Background: an optimization exercise with open tools, aiming at small area, a short achievable clock period and few clock cycles per item. Do not read the settings as production practice. Function was not checked in any run shown here: the RTL went through the layout flow alone. Power and IR drop assume default switching activity.

### flow/constraint.sdc
create_clock -name core_clock -period 4.5 [get_ports {clk}]
set_input_delay 0.9000 -clock core_clock [delete_from_list [all_inputs] [get_ports {clk}]]
set_output_delay 0.9000 -clock core_clock [all_outputs]
set_load 0.01 [all_outputs]
### flow/design.v
`default_nettype none
package recm_pkg;
  localparam int IMAGE_SIDE   = 64;
  localparam int FRAME_PIXELS = IMAGE_SIDE * IMAGE_SIDE;
  localparam int LAG          = IMAGE_SIDE + 1;
  localparam int ADV_LAST     = FRAME_PIXELS + IMAGE_SIDE;
  localparam int PIX_W        = 8;
  localparam int CORNER_W     = 6;
  localparam int LEN_W        = 7;
  localparam int CFG_IDX_W    = 3;
  localparam int OQ_DEPTH     = 8;
  typedef logic [PIX_W-1:0] pix_t;
endpackage
`default_nettype wire
`default_nettype none
function automatic logic recm_gt(input logic [7:0] a, input logic [7:0] b);
  logic [7:0] g;
  logic [7:0] p;
  logic [3:0] g2;
  logic [3:0] p2;
  logic [1:0] g4;
  logic [1:0] p4;
  g = a & ~b;
  p = a | ~b;
  for (int i = 0; i < 4; i++) begin
    g2[i] = g[2*i+1] | (p[2*i+1] & g[2*i]);
    p2[i] = p[2*i+1] & p[2*i];
  end
  for (int i = 0; i < 2; i++) begin
    g4[i] = g2[2*i+1] | (p2[2*i+1] & g2[2*i]);
    p4[i] = p2[2*i+1] & p2[2*i];
  end
  recm_gt = g4[1] | (p4[1] & g4[0]);
endfunction
module recm_pair (
  input  wire logic [7:0] a,
  input  wire logic [7:0] b,
  output logic [7:0]      lo,
  output logic [7:0]      hi
);
  always_comb begin
    if (recm_gt(a, b)) begin
      lo = b;
      hi = a;
    end else begin
      lo = a;
      hi = b;
    end
  end
endmodule
module recm_col3 (
  input  wire logic [7:0] plo,
  input  wire logic [7:0] phi,
  input  wire logic [7:0] m,
  output logic [7:0]      lo,
  output logic [7:0]      mid,
  output logic [7:0]      hi
);
  logic below;
  logic above;
  assign below = recm_gt(plo, m);
  assign above = recm_gt(m, phi);
  assign lo  = below ? m : plo;
  assign hi  = above ? m : phi;
  assign mid = below ? plo : (above ? phi : m);
endmodule
module recm_med3 (
  input  wire logic [7:0] a,
  input  wire logic [7:0] b,
  input  wire logic [7:0] c,
  output logic [7:0]      y
);
  logic ab;
  logic ac;
  logic bc;
  assign ab = recm_gt(a, b);
  assign ac = recm_gt(a, c);
  assign bc = recm_gt(b, c);
  always_comb begin
    if (ab == ac) begin
      y = (ab == bc) ? b : c;
    end else begin
      y = a;
    end
  end
endmodule
module recm_clamp (
  input  wire logic [7:0] x,
  input  wire logic [7:0] lo,
  input  wire logic [7:0] hi,
  output logic [7:0]      y
);
  assign y = recm_gt(lo, x) ? lo : (recm_gt(x, hi) ? hi : x);
endmodule
module recm_sort3 (
  input  wire logic [7:0] a,
  input  wire logic [7:0] b,
  input  wire logic [7:0] c,
  output logic [7:0]      lo,
  output logic [7:0]      mid,
  output logic [7:0]      hi
);
  logic ab;
  logic ac;
  logic bc;
  assign ab  = recm_gt(a, b);
  assign ac  = recm_gt(a, c);
  assign bc  = recm_gt(b, c);
  assign lo  = (!ab && !ac) ? a : (bc ? c : b);
  assign hi  = (ab && ac) ? a : (bc ? b : c);
  assign mid = (ab == ac) ? ((ab == bc) ? b : c) : a;
endmodule
`default_nettype wire
`default_nettype none
module rect_edge_conditional_median_unit (
  input  wire logic                              clk,
  input  wire logic                              rst,
  input  wire logic                              push,
  input  wire logic                              mode,
  input  wire logic [recm_pkg::PIX_W-1:0]        pixel_in,
  output logic                                   full,
  output logic                                   empty,
  input  wire logic                              pop,
  output logic [recm_pkg::PIX_W-1:0]             pixel_out,
  output logic                                   frame_last,
  input  wire logic                              cfg_write,
  input  wire logic [recm_pkg::CFG_IDX_W-1:0]    cfg_index,
  input  wire logic [recm_pkg::PIX_W-1:0]        cfg_data
);
  localparam int D = recm_pkg::OQ_DEPTH;
  logic [5:0] cfg_left;
  logic [5:0] cfg_top;
  logic [6:0] cfg_width;
  logic [6:0] cfg_height;
  logic [7:0] cfg_mean;
  always_ff @(posedge clk) begin
    if (rst) begin
      cfg_left   <= '0;
      cfg_top    <= '0;
      cfg_width  <= '0;
      cfg_height <= '0;
      cfg_mean   <= '0;
    end else if (cfg_write) begin
      case (cfg_index)
        3'd0: cfg_left   <= cfg_data[5:0];
        3'd1: cfg_top    <= cfg_data[5:0];
        3'd2: cfg_width  <= cfg_data[6:0];
        3'd3: cfg_height <= cfg_data[6:0];
        3'd4: cfg_mean   <= cfg_data;
        default: begin
        end
      endcase
    end
  end
  logic       full_r;
  logic       acc_r;
  logic       mode_r;
  logic [7:0] pix_r;
  always_ff @(posedge clk) begin
    acc_r  <= push && !full_r && !rst;
    mode_r <= mode;
    pix_r  <= pixel_in;
  end
  logic [11:0] cnt;
  logic        hres;
  logic        ffull;
  logic        adv;
  logic        rb;
  logic        q_last;
  assign adv    = acc_r && (mode_r == ffull);
  assign rb     = adv && hres;
  assign q_last = hres && (cnt == 12'hfff);
  always_ff @(posedge clk) begin
    if (rst) begin
      cnt   <= '0;
      hres  <= 1'b0;
      ffull <= 1'b0;
    end else if (adv) begin
      if (!hres && cnt == 12'(recm_pkg::LAG - 1)) begin
        cnt  <= '0;
        hres <= 1'b1;
      end else if (q_last) begin
        cnt   <= '0;
        hres  <= 1'b0;
        ffull <= 1'b0;
      end else begin
        cnt <= cnt + 12'd1;
        if (hres && cnt == 12'(recm_pkg::FRAME_PIXELS - recm_pkg::LAG - 1)) begin
          ffull <= 1'b1;
        end
      end
    end
  end
  logic [7:0] R [1:64];
  always_ff @(posedge clk) begin
    if (adv) begin
      R[1] <= pix_r;
      for (int k = 2; k <= 64; k++) begin
        R[k] <= R[k-1];
      end
    end
  end
  logic [7:0] F [0:62];
  logic [7:0] res;
  logic       p1_v, p2_v, p3_v, p4_v, p5_v;
  always_ff @(posedge clk) begin
    if (p5_v) begin
      F[0] <= res;
      for (int j = 1; j <= 62; j++) begin
        F[j] <= F[j-1];
      end
    end
  end
  logic [2:0] kin;
  logic [7:0] t2;
  always_ff @(posedge clk) begin
    if (rst) begin
      kin <= '0;
    end else begin
      kin <= kin + 3'(rb) - 3'(p5_v);
    end
  end
  always_comb begin
    case (kin)
      3'd0:    t2 = F[62];
      3'd1:    t2 = F[61];
      3'd2:    t2 = F[60];
      3'd3:    t2 = F[59];
      3'd4:    t2 = F[58];
      default: t2 = F[57];
    endcase
  end
  logic [7:0] sl_row;
  logic [7:0] sl_col;
  always_ff @(posedge clk) begin
    sl_row <= 8'(cfg_top) + 8'(cfg_height);
    sl_col <= 8'(cfg_left) + 8'(cfg_width);
  end
  function automatic logic on_edge(input logic [5:0] v, input logic [5:0] s,
                                   input logic [7:0] sl);
    logic [6:0] d;
    logic [8:0] e;
    d = 7'(v) - 7'(s);
    e = 9'(sl) - 9'(v);
    on_edge = (d == 7'd0) || (d == 7'd1) || (e == 9'd1) || (e == 9'd2);
  endfunction
  logic [7:0] p1_t0, p1_t1, p1_t2, p1_m1, p1_m2;
  logic       p1_adv;
  logic       p1_band;
  logic       p1_last;
  always_ff @(posedge clk) begin
    if (adv) begin
      p1_t2 <= t2;
      p1_t1 <= p1_t2;
      p1_t0 <= p1_t1;
      p1_m2 <= R[64];
      p1_m1 <= p1_m2;
    end
  end
  always_ff @(posedge clk) begin
    if (rst) begin
      p1_adv <= 1'b0;
    end else begin
      p1_adv <= adv;
    end
  end
  always_ff @(posedge clk) begin
    p1_band <= (cnt[11:6] != 6'd0) && (cnt[11:6] != 6'd63) &&
               (cnt[5:0] != 6'd0) && (cnt[5:0] != 6'd63) &&
               (on_edge(cnt[11:6], cfg_top, sl_row) ||
                on_edge(cnt[5:0], cfg_left, sl_col));
    p1_last <= q_last;
  end
  logic [7:0] c0_lo, c0_hi, a2, m2, h2;
  logic [7:0] p2_a0, p2_h0, p2_a1, p2_m1, p2_h1, p2_a2, p2_m2, p2_h2, p2_c;
  logic       p2_filt;
  logic       p2_last;
  recm_pair  u_col0 (.a(p1_t0), .b(R[3]), .lo(c0_lo), .hi(c0_hi));
  recm_sort3 u_col2 (.a(p1_t2), .b(p1_m2), .c(R[1]), .lo(a2), .mid(m2), .hi(h2));
  always_ff @(posedge clk) begin
    if (p1_adv) begin
      p2_a2 <= a2;
      p2_m2 <= m2;
      p2_h2 <= h2;
      p2_a1 <= p2_a2;
      p2_m1 <= p2_m2;
      p2_h1 <= p2_h2;
    end
  end
  always_ff @(posedge clk) begin
    p2_a0   <= c0_lo;
    p2_h0   <= c0_hi;
    p2_c    <= p1_m1;
    p2_filt <= p1_band && recm_gt(p1_m1, cfg_mean);
    p2_last <= p1_last;
  end
  logic [7:0] s_lo, s_hi, mx_a, mn_h;
  logic [7:0] p3_a0, p3_h0, p3_A, p3_C, p3_s, p3_t;
  logic       p3_last;
  recm_pair u_pm (.a(p2_m1), .b(p2_m2), .lo(s_lo), .hi(s_hi));
  assign mx_a = recm_gt(p2_a1, p2_a2) ? p2_a1 : p2_a2;
  assign mn_h = recm_gt(p2_h2, p2_h1) ? p2_h1 : p2_h2;
  always_ff @(posedge clk) begin
    p3_a0   <= p2_filt ? p2_a0 : p2_c;
    p3_h0   <= p2_filt ? p2_h0 : p2_c;
    p3_A    <= p2_filt ? mx_a  : p2_c;
    p3_C    <= p2_filt ? mn_h  : p2_c;
    p3_s    <= p2_filt ? s_lo  : p2_c;
    p3_t    <= p2_filt ? s_hi  : p2_c;
    p3_last <= p2_last;
  end
  logic [7:0] x1, y1, x2, y2;
  logic [7:0] p4_A, p4_C, p4_x1, p4_y1, p4_x2, p4_y2;
  logic       p4_last;
  recm_clamp u_x1 (.x(p3_a0), .lo(p3_s), .hi(p3_t), .y(x1));
  recm_clamp u_y2 (.x(p3_h0), .lo(p3_s), .hi(p3_t), .y(y2));
  assign y1 = recm_gt(p3_C, p3_h0) ? p3_h0 : p3_C;
  assign x2 = recm_gt(p3_a0, p3_A) ? p3_a0 : p3_A;
  always_ff @(posedge clk) begin
    p4_A    <= p3_A;
    p4_C    <= p3_C;
    p4_x1   <= x1;
    p4_y1   <= y1;
    p4_x2   <= x2;
    p4_y2   <= y2;
    p4_last <= p3_last;
  end
  logic [7:0] a4, a5;
  logic [7:0] p5_lo, p5_hi;
  logic       p5_last;
  recm_med3 u_a4 (.a(p4_A), .b(p4_x1), .c(p4_y1), .y(a4));
  recm_med3 u_a5 (.a(p4_x2), .b(p4_y2), .c(p4_C), .y(a5));
  always_ff @(posedge clk) begin
    p5_lo   <= a4;
    p5_hi   <= a5;
    p5_last <= p4_last;
  end
  recm_clamp u_res (.x(F[0]), .lo(p5_lo), .hi(p5_hi), .y(res));
  always_ff @(posedge clk) begin
    if (rst) begin
      p1_v <= 1'b0;
      p2_v <= 1'b0;
      p3_v <= 1'b0;
      p4_v <= 1'b0;
      p5_v <= 1'b0;
    end else begin
      p1_v <= rb;
      p2_v <= p1_v;
      p3_v <= p2_v;
      p4_v <= p3_v;
      p5_v <= p4_v;
    end
  end
  logic [3:0]  pend;
  logic        empty_r;
  logic [7:0]  out_pix;
  logic        out_last;
  logic        load;
  logic [7:0]  oldest;
  logic        mk_v;
  logic [3:0]  mk_idx;
  logic        mk_hit;
  assign load   = (pend != 4'd0) && (empty_r || pop);
  assign mk_hit = mk_v && (mk_idx == pend - 4'd1);
  always_comb begin
    case (pend)
      4'd1:    oldest = F[0];
      4'd2:    oldest = F[1];
      4'd3:    oldest = F[2];
      4'd4:    oldest = F[3];
      4'd5:    oldest = F[4];
      4'd6:    oldest = F[5];
      4'd7:    oldest = F[6];
      default: oldest = F[7];
    endcase
  end
  always_ff @(posedge clk) begin
    if (rst) begin
      pend    <= '0;
      empty_r <= 1'b1;
      mk_v    <= 1'b0;
      mk_idx  <= '0;
    end else begin
      pend    <= pend + 4'(p5_v) - 4'(load);
      empty_r <= !load && (empty_r || pop);
      if (p5_v) begin
        mk_idx <= p5_last ? 4'd0 : mk_idx + 4'd1;
      end
      if (p5_v && p5_last) begin
        mk_v <= 1'b1;
      end else if (load && mk_hit) begin
        mk_v <= 1'b0;
      end
    end
  end
  always_ff @(posedge clk) begin
    if (load) begin
      out_pix  <= oldest;
      out_last <= mk_hit;
    end
  end
  assign empty      = empty_r;
  assign pixel_out  = out_pix;
  assign frame_last = out_last;
  logic [3:0] owed;
  logic [3:0] owed_m2;
  logic [3:0] owed_m1;
  logic [3:0] owed_p1;
  logic       take;
  logic       give;
  logic       nores;
  assign owed_m2 = owed - 4'd2;
  assign owed_m1 = owed - 4'd1;
  assign owed_p1 = owed + 4'd1;
  assign take    = push && !full_r;
  assign give    = pop && !empty_r;
  assign nores   = acc_r && !rb;
  always_ff @(posedge clk) begin
    if (rst) begin
      owed   <= '0;
      full_r <= 1'b0;
    end else begin
      case ({take, give, nores})
        3'b100: begin
          owed   <= owed_p1;
          full_r <= (owed >= 4'(D));
        end
        3'b000, 3'b110, 3'b101: begin
          owed   <= owed;
          full_r <= (owed >= 4'(D + 1));
        end
        3'b010, 3'b001, 3'b111: begin
          owed   <= owed_m1;
          full_r <= (owed >= 4'(D + 2));
        end
        default: begin
          owed   <= owed_m2;
          full_r <= (owed >= 4'(D + 3));
        end
      endcase
    end
  end
  assign full = full_r;
endmodule
`default_nettype wire
### flow/config.mk
export PLATFORM = sky130hd
export DESIGN_NAME = rect_edge_conditional_median_unit
export DESIGN_NICKNAME = rect_edge_conditional_median_unit
export VERILOG_FILES = /design/flow/design.v
export SDC_FILE = /design/flow/constraint.sdc
export NUM_CORES = 4
export LEC_CHECK = 0
export CAP_MARGIN = 20
export CORE_MARGIN = 2
export CORE_UTILIZATION = 40
export CTS_BUF_LIST = sky130_fd_sc_hd__clkbuf_16
export CTS_CLUSTER_DIAMETER = 100
export CTS_CLUSTER_SIZE = 30
export SETUP_SLACK_MARGIN = 2.0
export SLEW_MARGIN = 20
### flow/run.sh
#!/bin/bash
# synth_recipe.tcl (not shown) runs the flow's synth.tcl, then flattens the netlist and writes it again
# the make line also repeats each setting of config.mk as NAME=value (left out here)
make -C /OpenROAD-flow-scripts/flow DESIGN_CONFIG=/design/flow/config.mk WORK_HOME=/design/flow/orfs CLKGATE_MAP_FILE= SYNTH_SCRIPT=/design/flow/synth_recipe.tcl finish
==> results of run 1 <==
[how the worst max path moves through the flow]
| stage | slack [ns] | endpoint | cells after the start | from |
|---|---|---|---|---|
| 5_1_grt | 0.79 | p2_m2[7] | 11 | p1_t2[0] |
| 6_report | 0.91 | p2_m2[2] | 12 | p1_t2[0] |
| 2_1_floorplan | -0.77 | kin[2] | 8 | p5_v |
| 3_5_place_dp | 0.77 | owed[3] | 14 | push |
| 3_3_place_gp | 0.66 | owed[3] | 14 | push |
| 4_1_cts | 0.96 | p2_m2[2] | 12 | p1_t2[0] |
[stage by stage]
stage / std cells / setup WS, ns / hold slack [ns] / area, µm² / power [W]
5_1_grt: 4452 / 0.7944 / 0.3439 / 53070 / 0.02261
2_1_floorplan: 2733 / -0.7735 / 0.3096 / 47410 / 0.01536
4_1_cts: 4428 / 0.9566 / 0.3334 / 52270 / 0.02188
3_5_place_dp: 4273 / 0.7659 / 0.3172 / 49660 / 0.01591
3_3_place_gp: 4273 / 0.6627 / 0.3203 / 49660 / 0.01586
6_report: 4452 / 0.9077 / 0.3314 / 53070 / 0.02170
[cells in the final DEF (no fill, tap or decap), types with 9 or more instances in the layout]
cell,count
o21ai_0,43
a21oi_1,105
clkdlybuf4s50_1,22
mux2i_1,82
o211ai_1,11
o21ai_1,15
edfxtp_1,1113
nor2b_1,35
xnor2_1,29
maj3_2,38
nand2_1,113
dfxtp_1,200
clkbuf_16,52
a221o_1,11
nand2b_1,37
a22oi_1,19
nor2_1,144
a31oi_1,11
ha_1,54
inv_1,221
buf_6,17
maj3_1,16
buf_12,9
a21o_1,12
dfxtp_2,33
buf_4,73
a222oi_1,30
nand3_1,13
mux2_4,27
xor2_1,13
nor3_1,18
[power by group through the flow]
| stage | registers, W | logic (W) | clock network, W |
|---|---|---|---|
| 6_report | 0.0141 | 0.00179 | 0.00578 |
| 3_3_place_gp | 0.0144 | 0.00148 | 0 |
| 5_1_grt | 0.0142 | 0.00197 | 0.00647 |
| 3_5_place_dp | 0.0144 | 0.00152 | 0 |
| 4_1_cts | 0.0141 | 0.00168 | 0.00609 |
| 2_1_floorplan | 0.0143 | 0.00104 | 0 |
[layout make-up]
class	count	area, µm²
multi-input combinational	1134	9221
timing repair buffer	135	1280
fill	10051	64530
inverter	197	784.5
sequential	1354	38320
clock inverter	44	246.5
tap	1536	1922
clock buffer	52	1301
[layer usage]
layer / part of all wire, % / wire length [µm] / vias up / global-route usage (%)
li1: - / - / 10503 / -
met1: 48 / 38610 / 11170 / 19.05
met4: 2.6 / 2050 / 4 / 3.728
met5: 0.035 / 28 / - / 0
met3: 4.0 / 3221 / 114 / 1.801
met2: 45 / 36190 / 375 / 19.82
[kinds of logic (layout without fill, tap and decap cells)]
| kind of cell | count (synthesis) | count (layout) |
|---|---|---|
| flip-flops | 1354 | 1354 |
| AND/OR/NAND/NOR | 431 | 431 |
| AO/OA/AOI/OAI | 397 | 397 |
| buffers and inverters | 246 | 428 |
| multiplexers | 130 | 130 |
| adder cells (fa/ha/maj) | 127 | 128 |
| XOR/XNOR | 48 | 48 |
[what timing repair did]
action,CTS,global route
gates resized for setup,180,143
setup buffers,58,24
endpoints found under the setup margin,151,138
pin swaps,75,79
cloned,1,0
==> reports/qor.csv, run 1 <==
stage;metric;value;unit
outcome;status;no timing/DRC/antenna violations;
die;CORE AREA;117600;µm²
global_route;vias in the first global route;21648;
timing;Hold Vio Cnt, Final;0;
power_and_ir_drop;Net Switching;0.004807;W
timing;final slew viol count;0;
worst_setup_path;crit path kind;flip-flop to flip-flop;
global_route;largest net degree at the start of global routing;148;
placement;detailed placement HPWL;48.27;mm
power_and_ir_drop;combinational share of power;8.3;%
timing;RSZ-0062 raised after global routing;yes;
route;drt initial violations;2094;
worst_setup_path;CP dominant cell by count;maj3_2;
logic_synthesis;post-synthesis compound-gate area fraction;5.796;%
timing;fin crit share;79.83;%
logic_synthesis;Yosys reg bits;1354;
logic_synthesis;Mapped Nets;2830;
logic_synthesis;post-synth top area share;70.70;%
clock_network;CTS tree;yes;
global_route;Total Routing Usage GR;12.86;%
worst_setup_path;crit end category;flip-flop;
logic_synthesis;mux cell area share after synthesis;2.951;%
die;die height;347.8;µm
logic_synthesis;Post-synth EDFFs;1113;
timing;crit path time final;3.592;ns
power_and_ir_drop;Peak VDD IR;0.3008;mV
die;Die Wd;347.8;µm
logic_synthesis;Yosys top cell by area;edfxtp_1;
placement;routability cong.;0.8137;
logic_synthesis;Syn Area/Cell;17.30;µm²
power_and_ir_drop;Seq pwr share;65.1;%
route;Final ANT Viol Nets;0;
clock_network;clk sinks;1354;
logic_synthesis;Synth warnings;9;
worst_setup_path;slowest CP cell;edfxtp_1;
cells_and_area;max FFs per register;512;
job;max capacitance violation total;0;
worst_hold_path;worst min path class;flip-flop to flip-flop;
route;drt pass-1 iters;9;
cells_and_area;number of diodes;0;
logic_synthesis;Seq/Total Area, Yosys;80.90;%
clock_network;Worst-Skew Late Latency;0.67;ns
logic_synthesis;largest family of logic cells by synthesized area;compound AO/OA/AOI/OAI gates;
timing;Worst-Margin Slew;0.9347;ns
clock_network;H-tree levels;2;
worst_setup_path;r2r setup slk;0.91;ns
cells_and_area;Nets;2971;
logic_synthesis;adder-cell share of the synthesized area;3.250;%
worst_hold_path;worst hold endpoint;p4_last;
cells_and_area;Final Util;45.13;%
route;WL final;80.10;mm
logic_synthesis;simple-gate share of the synthesized area;4.250;%
timing;# setup viols final;0;
worst_setup_path;CP max FO;7;
power_and_ir_drop;Sw Ratio;22.16;%
route;Vias;22166;
logic_synthesis;Synth Cell Area;47280;µm²
global_route;gr ovfl total;0;
worst_setup_path;worst reg2reg endpoint;p2_m2[2];
worst_setup_path;Bufs and invs on worst path;1;
clock_network;clk slew on worst S/H paths;0.12;ns
placement;number of port buffers;35;
logic_synthesis;share of flip-flops with an asynchronous set or reset;0;%
route;DR DRC count;0;
timing;setup TNS;0;ns
logic_synthesis;Area contributors post-synth;edfxtp_1, dfxtp_1, mux2i_1;
clock_network;total CTS buffers;52;
worst_setup_path;WP data arrival;4.01;ns
worst_setup_path;top cell family by delay on the critical path;adder cells;
die;I/O pin count;36;
die;Initial Utilization;40.20;%
worst_setup_path;worst-path cell chain;nor2b_4 -> maj3_2 -> maj3_2 -> maj3_2 -> maj3_2 -> maj3_2 -> maj3_2 -> a21o_1 -> ha_4 -> buf_6 -> a211o_1 -> o311ai_2;
logic_synthesis;commonest cells in the netlist;edfxtp_1, dfxtp_1, inv_1;
power_and_ir_drop;clock power share;26.7;%
global_route;global-route wire length before repair;124.4;mm
logic_synthesis;Unique masters post-synth;76;
worst_setup_path;CP required;4.92;ns
cells_and_area;share of layout cells above drive strength 1;14.54;%
logic_synthesis;Main synth FF type;edfxtp_1;
cells_and_area;P&R area growth vs syn;12.26;%
clock_network;hold_buf cts;0;
worst_hold_path;hold-critical path depth;0;
cells_and_area;Reg with most FFs;R;
route;Routed WL per cell;17.99;µm
logic_synthesis;post-synthesis cell count;2733;
worst_hold_path;min-delay src;p3_last;
die;die area;121000;µm²
worst_setup_path;r2r worst-path depth;12;
timing;Worst slew margin;37.60;%
die;Site Rows;126;
worst_setup_path;RR Startpoint;p1_t2[0];
worst_setup_path;Worst path max stage delay;0.44;ns
power_and_ir_drop;Pint;0.01689;W
timing;Clock Skew;0.03844;ns
global_route;initial antenna violation count;3;
route;Via density;4.979;
clock_network;clk root buf;clkbuf_16;
worst_setup_path;CP Launch Type;flip-flop;
clock_network;CTS max path bufs;3;
logic_synthesis;most frequent cell after synthesis;edfxtp_1;
logic_synthesis;XOR/XNOR Fraction of Synth Area;0.8893;%
timing;f_max;278.4;MHz
cells_and_area;largest registers;R: 512 flops, F: 504 flops, cnt: 12 flops;
power_and_ir_drop;pwr dens;408.8;nW/µm²
power_and_ir_drop;LEAKAGE;17.65;nW
==> run 2, diff against run 1 <==
--- a/flow/config.mk
+++ b/flow/config.mk
@@ -13,3 +13,3 @@
 export CTS_CLUSTER_SIZE = 30
-export SETUP_SLACK_MARGIN = 2.0
+export SETUP_SLACK_MARGIN = 2.15
 export SLEW_MARGIN = 20
==> run 2 against run 1 <==
  * Still clean
  * Clock skew is 0.0045 ns higher
  * Utilization rose by 0.48 points
  * First-iteration DRC count shrank 6.4%
  * Non-clock buffer count up 20
  * Die area is the same
  * Combinational power rose by 6%
  * Final cell count grew 0.49%
  * Clock power rose by 3%
  * Critical endpoint is now p2_m2[4]
==> reports/qor.csv, run 2 <==
stage;metric;value;unit
outcome;status;no timing/DRC/antenna violations;
worst_setup_path;CP max FO;10;
global_route;global-route wire length before repair;126.8;mm
clock_network;clk root buf;clkbuf_16;
worst_setup_path;top cell family by delay on the critical path;adder cells;
timing;final slew viol count;0;
timing;Worst-Margin Slew;1.098;ns
die;die area;121000;µm²
cells_and_area;largest registers;R: 512 flops, F: 504 flops, cnt: 12 flops;
power_and_ir_drop;pwr dens;409.4;nW/µm²
placement;Place WS;0.6847;ns
logic_synthesis;Synth warnings;9;
timing;fin crit share;79.62;%
cells_and_area;number of diodes;0;
cells_and_area;P&R area growth vs syn;13.45;%
job;max capacitance violation total;0;
timing;# setup viols final;0;
die;Initial Utilization;40.20;%
clock_network;CTS tree;yes;
timing;RSZ-0062 raised after global routing;yes;
timing;Worst slew margin;25.76;%
route;drt pass-1 iters;9;
route;drt initial violations;1961;
die;CORE AREA;117600;µm²
placement;dpl cells;4272;
cells_and_area;share of layout cells above drive strength 1;16.24;%
global_route;vias in the first global route;22168;
cells_and_area;design area;53630;µm²
route;Routed WL per cell;18.07;µm
cells_and_area;commonest non-fill, non-tap cells in the layout;edfxtp_1, inv_1, dfxtp_1, nor2_1, nand2_1;
timing;Clock Skew;0.04292;ns
timing;f_max;279.1;MHz
worst_hold_path;worst min path class;flip-flop to flip-flop;
clock_network;H-tree levels;2;
logic_synthesis;post-synthesis cell count;2733;
logic_synthesis;Main synth FF type;edfxtp_1;
route;Vias;22484;
timing;crit path time final;3.583;ns
worst_setup_path;CP dominant cell by count;maj3_2;
placement;placed inst area;49670;µm²
global_route;initial antenna violation count;0;
timing;final worst setup slack;0.9169;ns
placement;detailed placement HPWL;48.47;mm
power_and_ir_drop;total power draw;0.02196;W
cells_and_area;commonest non-fill, non-tap cell in the layout;edfxtp_1;
global_route;gr ovfl total;0;
placement;number of port buffers;35;
cells_and_area;max FFs per register;512;
power_and_ir_drop;Peak VDD IR;0.2984;mV
die;I/O pin count;36;
worst_setup_path;WP data arrival;4.06;ns
placement;routability cong.;0.8378;
route;WL final;80.87;mm
cells_and_area;Nets;2991;
route;DR DRC count;0;
worst_setup_path;crit path kind;flip-flop to flip-flop;
logic_synthesis;Yosys top cell by area;edfxtp_1;
logic_synthesis;Yosys reg bits;1354;
clock_network;CTS max path bufs;3;
global_route;Total Routing Usage GR;13.07;%
die;Die Wd;347.8;µm
clock_network;clk sinks;1354;
logic_synthesis;commonest cells in the netlist;edfxtp_1, dfxtp_1, inv_1;
cells_and_area;Reg with most FFs;R;
logic_synthesis;Unique masters post-synth;76;
worst_setup_path;CP required;4.98;ns
die;Site Rows;126;
logic_synthesis;post-synth top area share;70.70;%
die;die height;347.8;µm
worst_setup_path;Bufs and invs on worst path;1;
clock_network;clk slew on worst S/H paths;0.12;ns
logic_synthesis;Syn Area/Cell;17.30;µm²
route;Final ANT Viol Nets;0;
timing;Hold Vio Cnt, Final;0;
cells_and_area;final non-filler cell total;4474;
clock_network;total CTS buffers;53;
logic_synthesis;Post-synth EDFFs;1113;
logic_synthesis;most frequent cell after synthesis;edfxtp_1;
worst_setup_path;CP Launch Type;flip-flop;
clock_network;Worst-Skew Late Latency;0.68;ns
logic_synthesis;Area contributors post-synth;edfxtp_1, dfxtp_1, mux2i_1;
logic_synthesis;share of flip-flops with an asynchronous set or reset;0;%
worst_setup_path;slowest CP cell;edfxtp_1;
worst_setup_path;worst-path cell chain;nor2b_4 -> maj3_2 -> maj3_2 -> maj3_2 -> maj3_2 -> maj3_2 -> maj3_2 -> a21o_1 -> ha_4 -> buf_12 -> o311ai_0;
logic_synthesis;Mapped Nets;2830;
global_route;largest net degree at the start of global routing;203;
worst_setup_path;Worst path max stage delay;0.44;ns
power_and_ir_drop;LEAKAGE;17.84;nW
logic_synthesis;Seq/Total Area, Yosys;80.90;%
route;Via density;5.025;
logic_synthesis;Synth Cell Area;47280;µm²
worst_setup_path;crit end category;flip-flop;
==> run 2: cell counts after synthesis <==
No cell type changed its count.
==> run 2: logic make-up (layout without fill, tap and decap cells) <==
logic type	count (synthesis)	count (layout)	share of synthesized area (%)
fa+ha+maj	127	127	3.250
simple gates	431	431	4.251
buf+inv	246	451	1.961
compound gates	397	397	5.796
flops	1354	1354	80.90
mux	130	130	2.951
xor+xnor	48	48	0.8893
==> run 2: what timing repair did <==
item | in CTS | in global routing
hold buffers | 0 | 0
pin swaps | 100 | 102
setup endpoints to repair | 289 | 324
resized for setup | 235 | 158
cloned | 1 | 2
buffers inserted | 79 | 21
==> run 2: worst paths after layout <==
kind / from / end / slack [ns] / cells after the start
hold reg to reg: p4_last / p5_last / 0.32 / 0
setup reg to reg: p1_t2[0] / p2_m2[4] / 0.92 / 11
hold / removal: p4_last / p5_last / 0.32 / 0
setup / recovery: p1_t2[0] / p2_m2[4] / 0.92 / 11
==> run 2: layout make-up <==
| class | count | area (µm²) |
|---|---|---|
| fill | 9973 | 63970 |
| sequential | 1354 | 38320 |
| multi-input combinational | 1133 | 9415 |
| tap | 1536 | 1922 |
| timing repair buffer | 155 | 1569 |
| clock buffer | 54 | 1351 |
| inverter | 197 | 783.3 |
| clock inverter | 45 | 269.0 |
==> run 2: stage by stage <==
step / hold slack (ns) / util [%] / TNS [ns]
5_1_grt: 0.3380 / 45.60 / 0
6_report: 0.3208 / 45.60 / 0
4_1_cts: 0.3209 / 44.87 / 0
3_5_place_dp: 0.3121 / 42.23 / 0
2_1_floorplan: 0.3096 / - / -9.503
3_3_place_gp: 0.3162 / 42.21 / 0
==> run 2: power by group <==
part	total [W]	internal, W	switching, W
clock	0.00594	0.00232	0.00362
sequential	0.0141	0.0139	0.000253
combinational	0.00190	0.000888	0.00101
total	0.0220	0.0171	0.00489
==> run 2: routing by layer <==
metal | up-vias | share of wire, % | global-route usage, %
met1 | 11434 | 47 | 19.10
met4 | 0 | 2.1 | 3.340
met5 | - | 0 | 0
met2 | 382 | 47 | 20.77
met3 | 107 | 3.4 | 1.656
li1 | 10561 | - | -
==> run 3, diff against run 2 <==
--- a/flow/design.v
+++ b/flow/design.v
@@ -17,18 +17,18 @@
   logic [7:0] g;
-  logic [7:0] p;
+  logic [7:0] e;
   logic [3:0] g2;
-  logic [3:0] p2;
+  logic [3:0] e2;
   logic [1:0] g4;
-  logic [1:0] p4;
+  logic [1:0] e4;
   g = a & ~b;
-  p = a | ~b;
+  e = ~(a ^ b);
   for (int i = 0; i < 4; i++) begin
-    g2[i] = g[2*i+1] | (p[2*i+1] & g[2*i]);
-    p2[i] = p[2*i+1] & p[2*i];
+    g2[i] = g[2*i+1] | (e[2*i+1] & g[2*i]);
+    e2[i] = e[2*i+1] & e[2*i];
   end
   for (int i = 0; i < 2; i++) begin
-    g4[i] = g2[2*i+1] | (p2[2*i+1] & g2[2*i]);
-    p4[i] = p2[2*i+1] & p2[2*i];
+    g4[i] = g2[2*i+1] | (e2[2*i+1] & g2[2*i]);
+    e4[i] = e2[2*i+1] & e2[2*i];
   end
-  recm_gt = g4[1] | (p4[1] & g4[0]);
+  recm_gt = g4[1] | (e4[1] & g4[0]);
 endfunction
@@ -404,38 +404,26 @@
   assign frame_last = out_last;
-  logic [3:0] owed;
-  logic [3:0] owed_m2;
-  logic [3:0] owed_m1;
-  logic [3:0] owed_p1;
-  logic       take;
-  logic       give;
-  logic       nores;
-  assign owed_m2 = owed - 4'd2;
-  assign owed_m1 = owed - 4'd1;
-  assign owed_p1 = owed + 4'd1;
-  assign take    = push && !full_r;
-  assign give    = pop && !empty_r;
-  assign nores   = acc_r && !rb;
+  logic [D+3:0] ow;
+  logic [D+3:0] ow_next;
+  logic         take;
+  logic         give;
+  logic         nores;
+  assign take  = push && !full_r;
+  assign give  = pop && !empty_r;
+  assign nores = acc_r && !rb;
+  always_comb begin
+    ow_next = ow;
+    case ({take, give, nores})
+      3'b100:                 ow_next = {ow[D+2:0], 1'b1};
+      3'b000, 3'b110, 3'b101: ow_next = ow;
+      3'b010, 3'b001, 3'b111: ow_next = {1'b0, ow[D+3:1]};
+      default:                ow_next = {2'b00, ow[D+3:2]};
+    endcase
+  end
   always_ff @(posedge clk) begin
     if (rst) begin
-      owed   <= '0;
+      ow     <= {{(D+3){1'b0}}, 1'b1};
       full_r <= 1'b0;
     end else begin
-      case ({take, give, nores})
-        3'b100: begin
-          owed   <= owed_p1;
-          full_r <= (owed >= 4'(D));
-        end
-        3'b000, 3'b110, 3'b101: begin
-          owed   <= owed;
-          full_r <= (owed >= 4'(D + 1));
-        end
-        3'b010, 3'b001, 3'b111: begin
-          owed   <= owed_m1;
-          full_r <= (owed >= 4'(D + 2));
-        end
-        default: begin
-          owed   <= owed_m2;
-          full_r <= (owed >= 4'(D + 3));
-        end
-      endcase
+      ow     <= ow_next;
+      full_r <= ow_next[D+1];
     end
--- a/flow/config.mk
+++ b/flow/config.mk
@@ -13,3 +13,3 @@
 export CTS_CLUSTER_SIZE = 30
-export SETUP_SLACK_MARGIN = 2.15
+export SETUP_SLACK_MARGIN = 2.0
 export SLEW_MARGIN = 20
==> run 3 against run 2 <==
  * Sequential share of layout area is 0.30 points higher
  * Wire length is 6.8% lower
  * Combinational power is 8% lower
  * Largest cell class unchanged
  * Utilization is 1.6 points lower
  * First-iteration DRC count is 6.5% lower
  * Setup slack better by 1.2 ns
  * Clock-buffer cell count is 1 lower
  * Power is 1.2% lower
  * Non-clock buffer count is 52 lower
  * Still clean on timing, DRC and antenna
==> reports/qor.csv, run 3 <==
stage;metric;value;unit
global_route;initial antenna violation count;2;
placement;routability cong.;0.7913;
cells_and_area;P&R area growth vs syn;9.453;%
cells_and_area;max FFs per register;512;
global_route;gr ovfl total;0;
clock_network;H-tree levels;2;
logic_synthesis;post-synthesis cell count;2852;
logic_synthesis;Area contributors post-synth;edfxtp_1, dfxtp_1, ha_1;
timing;Worst slew margin;25.95;%
global_route;M1 GR Usage;17.96;%
cells_and_area;final non-filler cell total;4615;
timing;crit path time final;2.416;ns
logic_synthesis;Mapped Nets;3098;
timing;Hold Vio Cnt, Final;0;
worst_hold_path;worst min path class;flip-flop to flip-flop;
placement;number of port buffers;35;
timing;RSZ-0062 raised after global routing;yes;
die;Site Rows;128;
cells_and_area;filler cell count;10627;
global_route;Total Routing Usage GR;11.80;%
power_and_ir_drop;Peak VDD IR;0.3876;mV
worst_setup_path;worst-path cell chain;ha_1 -> nand4b_1 -> nand2_1 -> a21oi_2 -> o21ai_4 -> xor2_4 -> buf_12 -> mux2i_1 -> o21ai_1;
cells_and_area;commonest non-fill, non-tap cells in the layout;edfxtp_1, dfxtp_1, ha_1, inv_1, nor2_1;
logic_synthesis;Synth Cell Area;48890;µm²
placement;placed inst area;51250;µm²
worst_setup_path;slowest CP cell;edfxtp_1;
logic_synthesis;share of flip-flops with an asynchronous set or reset;0;%
route;WL final;75.38;mm
die;Initial Utilization;40.22;%
worst_setup_path;CP Launch Type;flip-flop;
logic_synthesis;Post-synth EDFFs;1113;
route;Routed WL per cell;16.33;µm
route;drt pass-1 iters;5;
cells_and_area;largest registers;R: 512 flops, F: 504 flops, cnt: 12 flops;
global_route;busiest layer in global routing;met1;
cells_and_area;share of layout cells above drive strength 1;9.331;%
power_and_ir_drop;LEAKAGE;18.08;nW
cells_and_area;Reg with most FFs;R;
cells_and_area;design area;53520;µm²
worst_setup_path;CP max FO;8;
logic_synthesis;Yosys reg bits;1361;
timing;Clock Skew;0.05405;ns
clock_network;total CTS buffers;53;
outcome;status;no timing/DRC/antenna violations;
timing;# setup viols final;0;
logic_synthesis;post-synth top area share;68.36;%
global_route;largest net degree at the start of global routing;187;
worst_setup_path;WP data arrival;2.85;ns
clock_network;CTS tree;yes;
die;CORE AREA;121600;µm²
placement;dpl cells;4471;
placement;detailed placement HPWL;47.03;mm
die;die height;353.6;µm
route;Via density;4.796;
timing;final slew viol count;0;
global_route;global-route wire length before repair;118.3;mm
worst_setup_path;crit path kind;flip-flop to flip-flop;
cells_and_area;Nets;3200;
logic_synthesis;Seq/Total Area, Yosys;78.51;%
global_route;vias in the first global route;21054;
global_route;GR Util met2;17.84;%
die;I/O pin count;36;
clock_network;clk sinks;1361;
worst_setup_path;CP required;4.93;ns
clock_network;clk root buf;clkbuf_16;
route;drt initial violations;1833;
worst_setup_path;Bufs and invs on worst path;1;
route;DR DRC count;0;
timing;Worst-Margin Slew;1.095;ns
logic_synthesis;most frequent cell after synthesis;edfxtp_1;
route;Final ANT Viol Nets;0;
logic_synthesis;Yosys top cell by area;edfxtp_1;
job;max capacitance violation total;0;
logic_synthesis;Unique masters post-synth;66;
logic_synthesis;Synth warnings;9;
clock_network;CTS max path bufs;3;
clock_network;Worst-Skew Late Latency;0.70;ns
logic_synthesis;Main synth FF type;edfxtp_1;
worst_setup_path;Worst path max stage delay;0.58;ns
timing;f_max;413.8;MHz
worst_setup_path;crit end category;flip-flop;
route;Vias;22132;
global_route;GR Layer Usage met3;1.753;%
cells_and_area;number of diodes;0;
timing;fin crit share;53.70;%
logic_synthesis;Syn Area/Cell;17.14;µm²
power_and_ir_drop;pwr dens;405.4;nW/µm²
die;die area;125000;µm²
worst_setup_path;top cell family by delay on the critical path;flip-flops;
clock_network;clk slew on worst S/H paths;0.12;ns
die;Die Wd;353.6;µm
logic_synthesis;commonest cells in the netlist;edfxtp_1, dfxtp_1, ha_1;
cells_and_area;commonest non-fill, non-tap cell in the layout;edfxtp_1;
-- run 3: changes by cell type in the layout (fill, tap and decap cells not counted), sizes merged, moves of 16 or more --
cell	change
ha	+150
maj3	-55
buf	-50
mux2	+42
nand2	+28
a21oi	+26
nand2b	-24
inv	-23
o21ai	+23
a222oi	-22
nor2b	-16
o21a	+16
-- run 3: cells by family after synthesis --
| kind of cell | count (synthesis) | synth area share [%] |
|---|---|---|
| xor+xnor | 45 | 0.9520 |
| flops | 1361 | 78.51 |
| mux | 179 | 3.862 |
| compound gates | 387 | 5.085 |
| fa+ha+maj | 221 | 5.778 |
| buf+inv | 237 | 1.896 |
| simple gates | 422 | 3.915 |
-- run 3: path summary, 6_finish.rpt --
path	startpoint	to	slack, ns	cells after the start
max	p1_m2[2]	p2_m2[6]	2.08	9
min	p4_last	p5_last	0.33	0
max reg2reg	p1_m2[2]	p2_m2[6]	2.08	9
min reg2reg	p4_last	p5_last	0.33	0
-- run 3: per-layer routing --
metal / up-vias / wire length [µm]
li1: 10787 / -
met1: 10986 / 37670
met2: 285 / 33370
met3: 74 / 2914
met4: 0 / 1433
met5: - / 0
-- run 3: power breakdown --
part           leakage (nW)  internal (W)  switching, W
clock network         0.870       0.00223       0.00368
logic                  5.50      0.000799      0.000937
registers              11.7        0.0139      0.000175
-- run 3: cell type report --
class,instances,area [µm²],share of cell area (%)
sequential,1361,38400,71.75
multi-input combinational,1254,9851,18.41
tap,1625,2033,3.799
clock buffer,53,1326,2.478
timing repair buffer,103,928.4,1.735
inverter,181,709.4,1.326
clock inverter,38,269.0,0.5027
-- run 3: metrics by stage --
stage	setup TNS, ns	total power [W]	setup WS, ns	util [%]	hold WS [ns]
floorplan	-3.474	0.01543	-0.8578	-	0.3096
global placement	0	0.01593	1.408	42.16	0.3133
detailed placement	0	0.01596	1.264	42.16	0.3150
CTS	0	0.02190	1.997	43.61	0.3371
global route	0	0.02262	1.967	44.02	0.3457
finish	0	0.02170	2.084	44.02	0.3327
-- run 3: what timing repair did --
item,in CTS,in global routing
buffers inserted,8,45
gates resized for setup,37,38
hold buffers,0,0
setup endpoints to repair,94,157
pin swaps,4,13
==> run 4, diff against run 3 <==
--- a/flow/config.mk
+++ b/flow/config.mk
@@ -9,3 +9,3 @@
 export CORE_MARGIN = 2
-export CORE_UTILIZATION = 40
+export CORE_UTILIZATION = 60
 export CTS_BUF_LIST = sky130_fd_sc_hd__clkbuf_16
==> run 4 against run 3 <==
  * First-iteration DRC count grew 2.6%
  * Critical path depth rose by 2
  * Clock-buffer cell count rose by 1
  * Power is 0.46% lower
  * Via count rose by 1.6%
  * Synthesized area unchanged
  * Worst hold slack gained 0.0073 ns
  * Setup slack got worse by 0.060 ns
  * Largest cell class unchanged
  * Fmax down 2.4%
  * Global-route usage is 6.2 points higher
  * Utilization grew 22 points
  * Clock power down 3%
==> reports/qor.csv, run 4 <==
stage;metric;value;unit
outcome;status;no timing/DRC/antenna violations;
clock_network;total CTS buffers;52;
worst_hold_path;worst min path class;flip-flop to flip-flop;
route;DR DRC count;0;
timing;# setup viols final;0;
logic_synthesis;Area contributors post-synth;edfxtp_1, dfxtp_1, ha_1;
timing;Clock Skew;0.02996;ns
cells_and_area;share of layout cells above drive strength 1;9.152;%
power_and_ir_drop;total power draw;0.02160;W
cells_and_area;commonest non-fill, non-tap cell in the layout;edfxtp_1;
worst_setup_path;critical path startpoint;p1_m2[2];
route;WL final;76.37;mm
logic_synthesis;post-synthesis cell count;2852;
logic_synthesis;post-synth top area share;68.36;%
cells_and_area;final non-filler cell total;4054;
clock_network;clk root buf;clkbuf_16;
die;I/O pin count;36;
clock_network;clk slew on worst S/H paths;0.11;ns
timing;Worst-Margin Slew;1.064;ns
logic_synthesis;Seq/Total Area, Yosys;78.51;%
global_route;initial antenna violation count;3;
worst_setup_path;crit path kind;flip-flop to flip-flop;
worst_setup_path;RR Startpoint;p1_m2[2];
die;die height;289.5;µm
logic_synthesis;Synth warnings;9;
power_and_ir_drop;pwr dens;408.8;nW/µm²
cells_and_area;max FFs per register;512;
timing;Hold Vio Cnt, Final;0;
timing;crit path time final;2.477;ns
logic_synthesis;Main synth FF type;edfxtp_1;
die;die area;83790;µm²
timing;fin crit share;55.03;%
logic_synthesis;Synth Cell Area;48890;µm²
clock_network;H-tree levels;2;
cells_and_area;Reg with most FFs;R;
global_route;vias in the first global route;21653;
route;Via density;5.548;
route;Routed WL per cell;18.84;µm
global_route;busiest layer in global routing;met1;
job;max capacitance violation total;0;
placement;number of port buffers;35;
cells_and_area;largest registers;R: 512 flops, F: 504 flops, cnt: 12 flops;
route;Final ANT Viol Nets;0;
placement;detailed placement HPWL;47.51;mm
clock_network;clk sinks;1361;
logic_synthesis;Mapped Nets;3098;
global_route;GR Util met2;26.97;%
global_route;global-route wire length before repair;118.5;mm
route;drt pass-1 iters;5;
global_route;GR Layer Usage met3;2.047;%
die;CORE AREA;80550;µm²
power_and_ir_drop;Peak VDD IR;0.3477;mV
worst_setup_path;WP data arrival;2.88;ns
logic_synthesis;Post-synth EDFFs;1113;
worst_setup_path;CP required;4.90;ns
power_and_ir_drop;LEAKAGE;18.11;nW
global_route;gr ovfl total;0;
cells_and_area;commonest non-fill, non-tap cells in the layout;edfxtp_1, dfxtp_1, inv_1, ha_1, nor2_1;
timing;final slew viol count;0;
clock_network;hold_buf cts;0;
global_route;Total Routing Usage GR;18.02;%
timing;f_max;403.8;MHz
global_route;largest net degree at the start of global routing;210;
logic_synthesis;Unique masters post-synth;66;
route;Vias;22491;
global_route;M1 GR Usage;28.49;%
timing;RSZ-0062 raised after global routing;yes;
timing;Worst slew margin;29.04;%
placement;dpl cells;3906;
timing;final worst setup slack;2.023;ns
logic_synthesis;commonest cells in the netlist;edfxtp_1, dfxtp_1, ha_1;
die;Site Rows;104;
cells_and_area;number of diodes;0;
clock_network;CTS tree;yes;
logic_synthesis;Yosys top cell by area;edfxtp_1;
clock_network;CTS max path bufs;3;
cells_and_area;Nets;3196;
placement;routability cong.;0.8775;
logic_synthesis;Yosys reg bits;1361;
logic_synthesis;share of flip-flops with an asynchronous set or reset;0;%
die;Initial Utilization;60.70;%
worst_setup_path;crit end category;flip-flop;
worst_setup_path;CP Launch Type;flip-flop;
worst_setup_path;CP max FO;8;
placement;Place WS;1.328;ns
clock_network;Worst-Skew Late Latency;0.65;ns
route;drt initial violations;1880;
cells_and_area;P&R area growth vs syn;8.059;%
logic_synthesis;most frequent cell after synthesis;edfxtp_1;
worst_hold_path;min-delay src;p1_last;
logic_synthesis;Syn Area/Cell;17.14;µm²
die;Die Wd;289.5;µm
run 4: cell count changes in the layout (fill, tap and decap cells not counted), sizes merged:
cell	previous run	this run
buf	69	63
dlygate4sd2	10	3
clkbuf	54	56
inv	211	221
clkinv	6	3
clkdlybuf4s50	23	31
run 4: power by group:
part / switching [W] / total [W] / internal, W
clock network: 0.00352 / 0.00576 / 0.00224
registers: 0.000194 / 0.0141 / 0.0139
logic: 0.000955 / 0.00177 / 0.000816
total: 0.00467 / 0.0216 / 0.0169
run 4: path summary, 6_finish.rpt:
path                            endpoint  slack [ns]  cells after the start
worst max-delay path            p2_m2[7]        2.02                     11
worst min-delay path             p2_last        0.34                      0
worst max register to register  p2_m2[7]        2.02                     11
worst min register to register   p2_last        0.34                      0
run 4: final cells by class:
type | count | area [µm²]
Multi-Input combinational cell | 1254 | 9849
Clock inverter | 44 | 219.0
Timing Repair Buffer | 99 | 954.7
Inverter | 181 | 713.2
Clock buffer | 54 | 1351
Timing Repair inverter | 1 | 11.26
Tap cell | 1060 | 1326
Fill cell | 5470 | 27710
Sequential cell | 1361 | 38410
run 4: per-layer routing:
| layer | share of wire, % | up-vias | routed length (µm) |
|---|---|---|---|
| li1 | - | 10807 | - |
| met1 | 49 | 11181 | 37720 |
| met2 | 45 | 404 | 34170 |
| met3 | 3.7 | 99 | 2831 |
| met4 | 2.2 | 0 | 1644 |
| met5 | 0 | - | 0 |
run 4: logic make-up (layout without fill, tap and decap cells):
group | count (synthesis) | count (layout) | synth area share [%]
compound gates | 387 | 387 | 5.085
fa+ha+maj | 221 | 221 | 5.778
simple gates | 422 | 422 | 3.915
buf+inv | 237 | 379 | 1.896
xor+xnor | 45 | 45 | 0.9520
flops | 1361 | 1361 | 78.51
mux | 179 | 179 | 3.862
run 4: worst max-delay path, cell delays in order, from the launching register on:
cell	delay (ns)
edfxtp_1	0.63
inv_2	0.07
ha_1	0.32
a21oi_2	0.13
nand2_1	0.09
a21oi_2	0.21
o21ai_4	0.11
buf_4	0.17
ha_4	0.24
buf_6	0.14
nand2_1	0.05
o21ai_1	0.07
run 4: what timing repair did:
item | in CTS | in global routing
cloned | 0 | 3
pin swaps | 3 | 11
buffers inserted | 16 | 31
gates resized for setup | 27 | 49
endpoints found under the setup margin | 94 | 341
run 4: metrics by stage:
stage / TNS, ns / hold slack [ns] / cell area [µm²] / utilization [%]
global route: 0 / 0.3567 / 52830 / 65.59
detailed placement: 0 / 0.3171 / 50530 / 62.74
global placement: 0 / 0.3167 / 50530 / 62.74
finish: 0 / 0.3400 / 52830 / 65.59
CTS: 0 / 0.3439 / 52310 / 64.95
floorplan: -3.474 / 0.3096 / 48940 / -
==> run 5, diff against run 4 <==
--- a/flow/config.mk
+++ b/flow/config.mk
@@ -13,3 +13,3 @@
 export CTS_CLUSTER_SIZE = 30
-export SETUP_SLACK_MARGIN = 2.0
+export SETUP_SLACK_MARGIN = 2.2
 export SLEW_MARGIN = 20
==> run 5 against run 4 <==
  * Fmax hardly changed
  * Die area did not move
  * Still clean
  * Critical path depth shrank 2
  * Register-to-register slack is essentially flat
  * Combinational power is 7% higher
  * Setup slack improved by 0.0014 ns
  * Synthesized area is the same
  * Power increased by 0.83%
  * Sequential share of layout area fell by 1.3 points
  * Via count rose by 1.2%
  * Largest power group unchanged
  * Non-clock buffer count up 30
  * Clock-buffer cell count unchanged
==> reports/qor.csv, run 5 <==
stage;metric;value;unit
timing;# setup viols final;0;
power_and_ir_drop;Peak VDD IR;0.3346;mV
route;drt initial violations;1869;
route;Vias;22750;
timing;setup TNS;0;ns
worst_hold_path;worst min path class;flip-flop to flip-flop;
die;Die Wd;289.5;µm
logic_synthesis;Seq/Total Area, Yosys;78.51;%
cells_and_area;share of layout cells above drive strength 1;13.88;%
timing;Hold Vio Cnt, Final;0;
timing;Worst slew margin;29.36;%
logic_synthesis;Main synth FF type;edfxtp_1;
logic_synthesis;Post-synth EDFFs;1113;
logic_synthesis;Syn Area/Cell;17.14;µm²
clock_network;total CTS buffers;52;
logic_synthesis;Synth warnings;9;
route;drt pass-1 iters;5;
global_route;Total Routing Usage GR;18.62;%
cells_and_area;Nets;3228;
clock_network;Worst-Skew Late Latency;0.66;ns
worst_setup_path;CP Launch Type;flip-flop;
clock_network;hold_buf cts;0;
cells_and_area;P&R area growth vs syn;10.20;%
job;max capacitance violation total;0;
logic_synthesis;share of flip-flops with an asynchronous set or reset;0;%
worst_setup_path;crit path kind;flip-flop to flip-flop;
cells_and_area;commonest non-fill, non-tap cells in the layout;edfxtp_1, dfxtp_1, inv_1, ha_1, nor2_1;
cells_and_area;max FFs per register;512;
route;Via density;5.565;
worst_hold_path;hold-critical path depth;0;
power_and_ir_drop;combinational share of power;8.7;%
power_and_ir_drop;Sw Ratio;21.80;%
die;CORE AREA;80550;µm²
cells_and_area;commonest non-fill, non-tap cell in the layout;edfxtp_1;
timing;fin crit share;55.00;%
worst_setup_path;CP required;4.91;ns
clock_network;CTS tree;yes;
cells_and_area;Reg with most FFs;R;
worst_setup_path;WP data arrival;2.88;ns
logic_synthesis;Area contributors post-synth;edfxtp_1, dfxtp_1, ha_1;
timing;Clock Skew;0.03413;ns
logic_synthesis;most frequent cell after synthesis;edfxtp_1;
cells_and_area;filler cell count;5334;
placement;number of port buffers;35;
route;DR DRC count;0;
clock_network;clk slew on worst S/H paths;0.11;ns
power_and_ir_drop;Seq pwr share;64.7;%
timing;f_max;404.0;MHz
global_route;gr ovfl total;0;
die;Site Rows;104;
clock_network;CTS max path bufs;3;
worst_setup_path;CP max FO;7;
clock_network;H-tree levels;2;
global_route;initial antenna violation count;2;
logic_synthesis;Mapped Nets;3098;
global_route;global-route wire length before repair;122.0;mm
logic_synthesis;commonest cells in the netlist;edfxtp_1, dfxtp_1, ha_1;
cells_and_area;largest registers;R: 512 flops, F: 504 flops, cnt: 12 flops;
die;die height;289.5;µm
power_and_ir_drop;clock power share;26.6;%
timing;final slew viol count;0;
timing;crit path time final;2.475;ns
die;Initial Utilization;60.70;%
outcome;status;no timing/DRC/antenna violations;
logic_synthesis;post-synth top area share;68.36;%
worst_setup_path;r2r worst-path depth;9;
logic_synthesis;Yosys top cell by area;edfxtp_1;
logic_synthesis;Synth Cell Area;48890;µm²
power_and_ir_drop;Pint;0.01703;W
placement;routability cong.;0.8587;
clock_network;clk sinks;1361;
placement;detailed placement HPWL;47.91;mm
power_and_ir_drop;pwr dens;404.2;nW/µm²
global_route;vias in the first global route;22196;
route;WL final;78.99;mm
route;Final ANT Viol Nets;0;
power_and_ir_drop;Net Switching;0.004748;W
route;Routed WL per cell;19.32;µm
die;I/O pin count;36;
logic_synthesis;Yosys reg bits;1361;
logic_synthesis;Unique masters post-synth;66;
die;die area;83790;µm²
logic_synthesis;post-synthesis cell count;2852;
power_and_ir_drop;total power draw;0.02178;W
global_route;largest net degree at the start of global routing;173;
timing;RSZ-0062 raised after global routing;yes;
worst_setup_path;crit end category;flip-flop;
timing;Worst-Margin Slew;1.045;ns
clock_network;clk root buf;clkbuf_16;
power_and_ir_drop;LEAKAGE;18.45;nW
-- run 5: cell counts after synthesis --
No cell type changed its count.
-- run 5: repair_timing --
action	in CTS	in global routing
gates cloned	2	3
buffers inserted	53	25
endpoints found under the setup margin	519	361
pin swaps	30	58
resized for setup	128	147
-- run 5: critical path, cell delays in order, from the launching register on --
cell and delay (ns):
edfxtp_1 0.57, ha_1 0.38, a21oi_1 0.18, nor2_1 0.07, a211oi_2 0.23, o21ai_4 0.15
xor2_4 0.23, buf_12 0.16, mux2i_1 0.18, o21ai_1 0.08
-- run 5: worst paths after layout --
| kind | end | slack [ns] | startpoint |
|---|---|---|---|
| max | p2_m2[6] | 2.02 | p1_m2[5] |
| min | p5_last | 0.34 | p4_last |
| max reg2reg | p2_m2[6] | 2.02 | p1_m2[5] |
| min reg2reg | p5_last | 0.34 | p4_last |
-- run 5: cell type report --
type | count | area, µm² | area share [%]
diodes | 2 | 5.005 | 0.009288
clock buffers | 54 | 1351 | 2.508
clock inverters | 44 | 234.0 | 0.4342
inverters | 181 | 713.2 | 1.324
multi-input cells | 1256 | 10450 | 19.39
flip-flops and latches | 1361 | 38450 | 71.36
well taps | 1060 | 1326 | 2.461
repair buffers | 129 | 1345 | 2.496
repair inverters | 1 | 11.26 | 0.02090
-- run 5: cells by family after synthesis --
family / synth area share (%)
xor+xnor: 0.9520
buf+inv: 1.896
flops: 78.51
compound gates: 5.085
simple gates: 3.915
fa+ha+maj: 5.778
mux: 3.862
-- run 5: power groups by stage --
stage | logic (W) | registers, W | clock network (W)
2_1_floorplan | 0.00113 | 0.0143 | 0
3_3_place_gp | 0.00155 | 0.0144 | 0
3_5_place_dp | 0.00161 | 0.0144 | 0
4_1_cts | 0.00175 | 0.0141 | 0.00601
5_1_grt | 0.00208 | 0.0141 | 0.00643
6_report | 0.00190 | 0.0141 | 0.00579
-- run 5: metrics by stage --
| stage | utilization, % | setup slack (ns) | hold WS, ns | area [µm²] | std cells |
|---|---|---|---|---|---|
| finish | 66.89 | 2.025 | 0.3442 | 53880 | 4088 |
| global route | 66.89 | 1.939 | 0.3615 | 53880 | 4086 |
| CTS | 65.90 | 2.099 | 0.3461 | 53080 | 4058 |
| detailed placement | 62.75 | 1.245 | 0.3150 | 50540 | 3905 |
| global placement | 62.75 | 1.394 | 0.3222 | 50540 | 3905 |
| floorplan | - | -0.8578 | 0.3096 | 48950 | 2852 |
-- run 5: layer usage --
| layer | vias up | track usage [%] | part of all wire (%) |
|---|---|---|---|
| met1 | 11324 | 29.09 | 49 |
| met2 | 443 | 28.29 | 45 |
| met3 | 110 | 2.394 | 4.2 |
| met4 | 0 | 4.240 | 2.0 |
| met5 | - | 0 | 0 |
| li1 | 10873 | - | - |
==> run 6, diff against run 5 <==
--- a/flow/design.v
+++ b/flow/design.v
@@ -10,3 +10,3 @@
   localparam int CFG_IDX_W    = 3;
-  localparam int OQ_DEPTH     = 8;
+  localparam int OQ_DEPTH     = 7;
   typedef logic [PIX_W-1:0] pix_t;
@@ -204,3 +204,3 @@
   logic [7:0] res;
-  logic       p1_v, p2_v, p3_v, p4_v, p5_v;
+  logic       p2_v, p3_v, p4_v, p5_v;
   always_ff @(posedge clk) begin
@@ -214,3 +214,5 @@
   logic [2:0] kin;
-  logic [7:0] t2;
+  logic [2:0] kin_rb;
+  logic [7:0] t2_r;
+  assign kin_rb = kin + 3'(rb);
   always_ff @(posedge clk) begin
@@ -219,56 +221,26 @@
     end else begin
-      kin <= kin + 3'(rb) - 3'(p5_v);
+      kin <= kin_rb - 3'(p5_v);
     end
   end
-  always_comb begin
-    case (kin)
-      3'd0:    t2 = F[62];
-      3'd1:    t2 = F[61];
-      3'd2:    t2 = F[60];
-      3'd3:    t2 = F[59];
-      3'd4:    t2 = F[58];
-      default: t2 = F[57];
-    endcase
-  end
-  logic [7:0] sl_row;
-  logic [7:0] sl_col;
   always_ff @(posedge clk) begin
-    sl_row <= 8'(cfg_top) + 8'(cfg_height);
-    sl_col <= 8'(cfg_left) + 8'(cfg_width);
+    case (kin_rb)
+      3'd0:    t2_r <= F[62];
+      3'd1:    t2_r <= F[61];
+      3'd2:    t2_r <= F[60];
+      3'd3:    t2_r <= F[59];
+      3'd4:    t2_r <= F[58];
+      default: t2_r <= F[57];
+    endcase
   end
   function automatic logic on_edge(input logic [5:0] v, input logic [5:0] s,
-                                   input logic [7:0] sl);
-    logic [6:0] d;
-    logic [8:0] e;
-    d = 7'(v) - 7'(s);
-    e = 9'(sl) - 9'(v);
-    on_edge = (d == 7'd0) || (d == 7'd1) || (e == 9'd1) || (e == 9'd2);
+                                   input logic [6:0] l);
+    logic [7:0] d;
+    logic [7:0] l1;
+    logic [7:0] l2;
+    d  = 8'(v) - 8'(s);
+    l1 = 8'(l) - 8'd1;
+    l2 = 8'(l) - 8'd2;
+    on_edge = (d == 8'd0) || (d == 8'd1) || (d == l1) || (d == l2);
   endfunction
-  logic [7:0] p1_t0, p1_t1, p1_t2, p1_m1, p1_m2;
-  logic       p1_adv;
-  logic       p1_band;
-  logic       p1_last;
-  always_ff @(posedge clk) begin
-    if (adv) begin
-      p1_t2 <= t2;
-      p1_t1 <= p1_t2;
-      p1_t0 <= p1_t1;
-      p1_m2 <= R[64];
-      p1_m1 <= p1_m2;
-    end
-  end
-  always_ff @(posedge clk) begin
-    if (rst) begin
-      p1_adv <= 1'b0;
-    end else begin
-      p1_adv <= adv;
-    end
-  end
-  always_ff @(posedge clk) begin
-    p1_band <= (cnt[11:6] != 6'd0) && (cnt[11:6] != 6'd63) &&
-               (cnt[5:0] != 6'd0) && (cnt[5:0] != 6'd63) &&
-               (on_edge(cnt[11:6], cfg_top, sl_row) ||
-                on_edge(cnt[5:0], cfg_left, sl_col));
-    p1_last <= q_last;
-  end
+  logic [7:0] pt0, pt1, pm;
   logic [7:0] c0_lo, c0_hi, a2, m2, h2;
@@ -277,6 +249,9 @@
   logic       p2_last;
-  recm_pair  u_col0 (.a(p1_t0), .b(R[3]), .lo(c0_lo), .hi(c0_hi));
-  recm_sort3 u_col2 (.a(p1_t2), .b(p1_m2), .c(R[1]), .lo(a2), .mid(m2), .hi(h2));
+  recm_pair  u_col0 (.a(pt0), .b(R[2]), .lo(c0_lo), .hi(c0_hi));
+  recm_sort3 u_col2 (.a(t2_r), .b(R[64]), .c(pix_r), .lo(a2), .mid(m2), .hi(h2));
   always_ff @(posedge clk) begin
-    if (p1_adv) begin
+    if (adv) begin
+      pt1   <= t2_r;
+      pt0   <= pt1;
+      pm    <= R[64];
       p2_a2 <= a2;
@@ -292,5 +267,9 @@
     p2_h0   <= c0_hi;
-    p2_c    <= p1_m1;
-    p2_filt <= p1_band && recm_gt(p1_m1, cfg_mean);
-    p2_last <= p1_last;
+    p2_c    <= pm;
+    p2_filt <= (cnt[11:6] != 6'd0) && (cnt[11:6] != 6'd63) &&
+               (cnt[5:0] != 6'd0) && (cnt[5:0] != 6'd63) &&
+               (on_edge(cnt[11:6], cfg_top, cfg_height) ||
+                on_edge(cnt[5:0], cfg_left, cfg_width)) &&
+               recm_gt(pm, cfg_mean);
+    p2_last <= q_last;
   end
@@ -340,3 +319,2 @@
     if (rst) begin
-      p1_v <= 1'b0;
       p2_v <= 1'b0;
@@ -346,4 +324,3 @@
     end else begin
-      p1_v <= rb;
-      p2_v <= p1_v;
+      p2_v <= rb;
       p3_v <= p2_v;
@@ -372,4 +349,3 @@
       4'd6:    oldest = F[5];
-      4'd7:    oldest = F[6];
-      default: oldest = F[7];
+      default: oldest = F[6];
     endcase
--- a/flow/config.mk
+++ b/flow/config.mk
@@ -9,3 +9,3 @@
 export CORE_MARGIN = 2
-export CORE_UTILIZATION = 60
+export CORE_UTILIZATION = 40
 export CTS_BUF_LIST = sky130_fd_sc_hd__clkbuf_16
@@ -13,3 +13,3 @@
 export CTS_CLUSTER_SIZE = 30
-export SETUP_SLACK_MARGIN = 2.2
+export SETUP_SLACK_MARGIN = 2.0
 export SLEW_MARGIN = 20
==> run 6 against run 5 <==
  * Cell area decreased by 1.7%
  * Register-to-register slack got worse by 0.25 ns
  * Via count decreased by 2.4%
  * Power decreased by 1.6%
  * Synthesized cell count decreased by 4.2%
  * Clock skew about the same
  * Highest routed layer unchanged
  * Synthesized area decreased by 2.8%
  * Wire length increased by 0.45%
  * Global-route usage decreased by 5.9 points
  * Final cell count increased by 8.7%
  * Sequential share of layout area decreased by 0.21 points
  * Non-clock buffer count decreased by 5
==> reports/qor.csv, run 6 <==
stage;metric;value;unit
logic_synthesis;post-synthesis cell count;2732;
timing;RSZ-0062 raised after global routing;yes;
job;max capacitance violation total;0;
logic_synthesis;commonest cells in the netlist;edfxtp_1, dfxtp_1, ha_1;
clock_network;H-tree levels;2;
cells_and_area;Nets;3083;
cells_and_area;commonest non-fill, non-tap cells in the layout;edfxtp_1, dfxtp_1, inv_1, ha_1, nor2_1;
die;die area;121600;µm²
worst_setup_path;CP max FO;5;
clock_network;CTS tree;yes;
power_and_ir_drop;LEAKAGE;18.17;nW
clock_network;clk sinks;1332;
logic_synthesis;Main synth FF type;edfxtp_1;
global_route;global-route wire length before repair;123.9;mm
cells_and_area;share of layout cells above drive strength 1;12.66;%
route;Routed WL per cell;17.86;µm
worst_setup_path;crit end category;flip-flop;
global_route;Total Routing Usage GR;12.75;%
logic_synthesis;Area contributors post-synth;edfxtp_1, dfxtp_1, ha_1;
logic_synthesis;post-synth top area share;69.32;%
logic_synthesis;share of flip-flops with an asynchronous set or reset;0;%
logic_synthesis;Post-synth EDFFs;1097;
clock_network;CTS max path bufs;3;
timing;Hold Vio Cnt, Final;0;
timing;Worst Hold Margin;0.3436;ns
worst_setup_path;CP required;4.93;ns
power_and_ir_drop;pwr dens;404.7;nW/µm²
logic_synthesis;Seq/Total Area, Yosys;79.22;%
timing;final slew viol count;0;
logic_synthesis;Yosys top cell by area;edfxtp_1;
die;I/O pin count;36;
die;CORE AREA;117900;µm²
timing;# setup viols final;0;
global_route;gr ovfl total;0;
route;WL final;79.35;mm
placement;routability cong.;0.8395;
placement;number of port buffers;35;
global_route;initial antenna violation count;5;
timing;f_max;366.5;MHz
worst_hold_path;worst min path class;flip-flop to flip-flop;
clock_network;clk root buf;clkbuf_16;
die;die height;348.7;µm
route;Final ANT Viol Nets;0;
timing;final worst setup slack;1.771;ns
logic_synthesis;Synth Cell Area;47520;µm²
placement;Place WS;1.068;ns
power_and_ir_drop;total power draw;0.02143;W
timing;Clock Skew;0.03444;ns
outcome;status;no timing/DRC/antenna violations;
timing;Worst slew margin;27.09;%
logic_synthesis;Mapped Nets;2952;
timing;fin crit share;60.64;%
cells_and_area;Reg with most FFs;R;
route;Via density;5.000;
cells_and_area;largest registers;R: 512 flops, F: 504 flops, cnt: 12 flops;
cells_and_area;register area;37680;µm²
route;DR DRC count;0;
logic_synthesis;Syn Area/Cell;17.39;µm²
die;Site Rows;126;
placement;detailed placement HPWL;48.84;mm
die;Die Wd;348.7;µm
clock_network;total CTS buffers;53;
logic_synthesis;Unique masters post-synth;77;
power_and_ir_drop;Peak VDD IR;0.4294;mV
route;Vias;22214;
cells_and_area;P&R area growth vs syn;11.46;%
worst_setup_path;WP data arrival;3.16;ns
route;drt initial violations;1815;
cells_and_area;commonest non-fill, non-tap cell in the layout;edfxtp_1;
route;drt pass-1 iters;7;
worst_setup_path;crit path kind;flip-flop to flip-flop;
[run 6: area by class of cell]
class	instances	share of cell area [%]
sequential	1332	71.15
timing repair buffer	124	2.412
clock buffer	53	2.504
clock inverter	46	0.5504
tap	1536	3.629
inverter	159	1.155
multi-input combinational	1193	18.60
[run 6: cells by family (layout without fill, tap and decap cells)]
group                    after synthesis  count (layout)  share of synthesized area, %
buffers and inverters                207             382                         1.656
flip-flops                          1332            1332                         79.22
AND/OR/NAND/NOR                      416             416                         4.060
XOR/XNOR                              51              51                         1.130
multiplexers                         147             147                         3.378
adder cells (fa/ha/maj)              195             195                         5.182
AO/OA/AOI/OAI                        384             384                         5.371
[run 6: worst paths after layout]
check | startpoint | to | slack [ns] | depth (start not counted)
worst min-delay path | p2_last | p3_last | 0.34 | 0
worst max-delay path | R[64][1] | p2_m2[1] | 1.77 | 12
worst max register to register | R[64][1] | p2_m2[1] | 1.77 | 12
worst min register to register | p2_last | p3_last | 0.34 | 0
[run 6: stage by stage]
step                setup TNS, ns  cell area, µm²
floorplan                  -1.178           47580
CTS                             0           52120
detailed placement              0           49850
global placement                0           49850
global route                    0           52960
finish                          0           52960
[run 6: what timing repair did]
item                       CTS  global route
resized for setup          116           130
pin swaps                   18            51
setup endpoints to repair  497           310
buffers inserted            28            40
cloned                       1             1
[run 6: metal layers]
layer	wire length (µm)	part of all wire (%)	global-route usage [%]
met1	38840	49	19.43
met2	35630	45	19.24
met3	3122	3.9	1.751
met4	1748	2.2	3.272
met5	0	0	0
[run 6: report_power, final]
part | internal, W | switching [W]
clock network | 0.00225 | 0.00362
logic | 0.000804 | 0.000990
registers | 0.0136 | 0.000179
[run 6: critical path, stage by stage, from the launching register on]
cell      delay (ns)
edfxtp_1        0.45
buf_6           0.15
inv_4           0.05
ha_4            0.18
and3b_1         0.18
o21a_1          0.18
o21a_1          0.19
o211ai_1        0.26
a21oi_4         0.14
xnor2_4         0.21
buf_12          0.16
mux2i_1         0.22
o21ai_1         0.09

Setup slack of run 6, layout unchanged: 1.771 ns with ideal ports, 1.771 ns with driving cells assumed (clock clkbuf_16, inputs buf_2), 1.514 ns with port delays also shifted by the 0.726 ns mid clock arrival.
